This is an optimization exercise on Yosys and OpenROAD, whose aim is small area, a short achievable clock period and few clock cycles per item, not a production implementation.
Function was checked by simulation only, so behaviour that the tests miss may differ from the original.

==> flow/design.v (excerpt) <==
module dbg_mem_top (
  input  logic      clk,
  input  logic      rst_n_i,
  input  logic      uart_rx_i,
  output logic      uart_tx_o,
  input  logic                   axil_aw_valid_i,
  output logic                   axil_aw_ready_o,
  input  logic [AXIL_ADDR_W-1:0] axil_aw_addr_i,
  input  logic                   axil_w_valid_i,
  output logic                   axil_w_ready_o,
  input  logic [DATA_W-1:0]      axil_w_data_i,
  input  logic [STRB_W-1:0]      axil_w_strb_i,
  output logic                   axil_b_valid_o,
  input  logic                   axil_b_ready_i,
  output logic [1:0]             axil_b_resp_o,
  input  logic                   axil_ar_valid_i,
  output logic                   axil_ar_ready_o,
  input  logic [AXIL_ADDR_W-1:0] axil_ar_addr_i,
  output logic                   axil_r_valid_o,
  input  logic                   axil_r_ready_i,
  output logic [DATA_W-1:0]      axil_r_data_o,
  output logic [1:0]             axil_r_resp_o
);
Settings: LEC_CHECK=0, CAP_MARGIN=20, CORE_MARGIN=2, CORE_UTILIZATION=50, CTS_CLUSTER_DIAMETER=100, CTS_CLUSTER_SIZE=24, SLEW_MARGIN=20; clock period 10.0 ns.
standard.sh (not shown) runs the stock make flow with config.mk's settings and CLKGATE_MAP_FILE= SYNTH_SCRIPT=/design/flow/synth_recipe.tcl, a recipe that flattens the netlist after the stock synthesis.
==> flow/flow/run.sh <==
#!/bin/bash
# The standard layout (the standard.sh: unchanged synthesis and ORFS steps) with two
# changes to how it optimises, none to the constraints:
#  - every input and output port still gets its own buffer, but a buf_4 instead of the
#    delay-cell buffer buffer_ports picks by default.
# Make's output goes to layout.log here; each ORFS step keeps its own log under orfs/logs.
set -euo pipefail
extra='SETUP_SLACK_MARGIN=6.8 "BUFFER_PORTS_ARGS=-buffer_cell sky130_fd_sc_hd__buf_4"'
sed "s|\"\\\${@:-finish}\"|$extra \"\${@:-finish}\"|" standard.sh > tuned.sh
grep -q 'SETUP_SLACK_MARGIN=6.8' tuned.sh
bash tuned.sh > layout.log 2>&1
Testbench counts at the start, summed over its fixed seeds: cycles 6,416, items 6,400.
Then changed:
--- a/flow/config.mk
+++ b/flow/config.mk
@@ -8,5 +8,5 @@
 export CAP_MARGIN = 20
 export CORE_MARGIN = 2
-export CORE_UTILIZATION = 50
+export CORE_UTILIZATION = 70
 export CTS_CLUSTER_DIAMETER = 100
 export CTS_CLUSTER_SIZE = 24
The changed run produced a clean layout.
Via count goes up by 2.2%.
Routed wire length goes down by 6.0%.
Worst hold slack is about the same.
Fmax goes down by 1.0%.
Die area goes down by 28%.
Global-route usage goes up by 12 points.

* * *

the previous run:
dbg_mem_top, a different RTL version from the one above (not shown whole).
Size in the first run: roughly 4900 cells after synthesis.
==> flow/config.mk <==
export PLATFORM = sky130hd
export DESIGN_NAME = dbg_mem_top
export DESIGN_NICKNAME = dbg_mem_top
export VERILOG_FILES = /design/flow/design.v
export SDC_FILE = /design/flow/constraint.sdc
export NUM_CORES = 4
export LEC_CHECK = 0
export CAP_MARGIN = 20
export CORE_MARGIN = 2
export CORE_UTILIZATION = 70
export CTS_CLUSTER_DIAMETER = 100
export CTS_CLUSTER_SIZE = 24
export SLEW_MARGIN = 20
==> flow/constraint.sdc <==
create_clock -name core_clock -period 10.0 [get_ports {clk}]
set_input_delay 2.0000 -clock core_clock [delete_from_list [all_inputs] [get_ports {clk}]]
set_output_delay 2.0000 -clock core_clock [all_outputs]
set_load 0.01 [all_outputs]
==> flow/flow/run.sh <==
#!/bin/bash
# The standard layout (the standard.sh: unchanged synthesis and ORFS steps) with two
# changes to how it optimises, none to the constraints:
#  - every input and output port still gets its own buffer, but a buf_4 instead of the
#    delay-cell buffer buffer_ports picks by default.
# Make's output goes to layout.log here; each ORFS step keeps its own log under orfs/logs.
set -euo pipefail
extra='SETUP_SLACK_MARGIN=6.85 "BUFFER_PORTS_ARGS=-buffer_cell sky130_fd_sc_hd__buf_4"'
sed "s|\"\\\${@:-finish}\"|$extra \"\${@:-finish}\"|" standard.sh > tuned.sh
grep -q 'SETUP_SLACK_MARGIN=6.85' tuned.sh
bash tuned.sh > layout.log 2>&1
The previous run completed end to end with timing, DRC and antenna clean.
Testbench counts of the previous run, summed over its fixed seeds: cycles 6,416, items 6,400.
For the current run, these inputs were changed with respect to the previous run:
==> flow/flow/run.sh <==
#!/bin/bash
# The standard layout (the standard.sh: unchanged synthesis and ORFS steps) with two
# changes to how it optimises, none to the constraints:
#  - every input and output port still gets its own buffer, but a buf_4 instead of the
#    delay-cell buffer buffer_ports picks by default.
# Make's output goes to layout.log here; each ORFS step keeps its own log under orfs/logs.
set -euo pipefail
extra='SETUP_SLACK_MARGIN=7.0 "BUFFER_PORTS_ARGS=-buffer_cell sky130_fd_sc_hd__buf_4"'
sed "s|\"\\\${@:-finish}\"|$extra \"\${@:-finish}\"|" standard.sh > tuned.sh
grep -q 'SETUP_SLACK_MARGIN=7.0' tuned.sh
bash tuned.sh > layout.log 2>&1
==> results.txt <==
- Comparing the current run against the previous run, there is no change at all in sum of overflow across all layers after global routing.
- Relative to the previous run, number of DRC violations after detailed-routing iteration 0 decreased by 90 in the current run.
- In the current run, the weighted congestion reported at the end of routability-driven placement came out 0.42% above the value in the previous run.
- For the current run, the launching instance or port of the critical path was i_axil_port.rdat_q[0][31], unlike the previous run, where it was i_axil_port.rdat_q[0][23].

-- static timing again, ports no longer ideal --
Ports are ideal in the flow. The routed layouts listed here were re-timed in OpenROAD.
Step 1 (the two cells are an assumption about what drives the block):
set clk [get_ports {clk}]
set_driving_cell -lib_cell sky130_fd_sc_hd__clkbuf_16 $clk
set_driving_cell -lib_cell sky130_fd_sc_hd__buf_2 [delete_from_list [all_inputs] $clk]
Step 2 times the ports against the registers' clock, not the clock port: input delays grow and output delays shrink by t, the midpoint of the rising clock arrivals with the driver on.
Three values: ideal, step 1, step 2; two values: the first two.
run | t (ns) | setup slack, ns | worst setup path after step 2 | latest minus earliest clock arrival (ns)
the first run of note 1 | 0.858 | 6.546 / 6.546 / 6.209 | input to register | 0.042 / 0.042
the second run of note 1 | 0.851 | 6.511 / 6.511 / 6.125 | input to register | 0.049 / 0.049
the previous run | 0.865 | 6.607 / 6.526 / 6.092 | input to register | 0.032 / 0.033
the current run | 0.851 | 6.646 / 6.566 / 6.284 | input to register | 0.032 / 0.031
After both steps every run listed still meets setup and hold. For the previous run, which loses most, drivers alone change the setup slack by -0.081 ns; drivers and shift together by -0.515 ns.
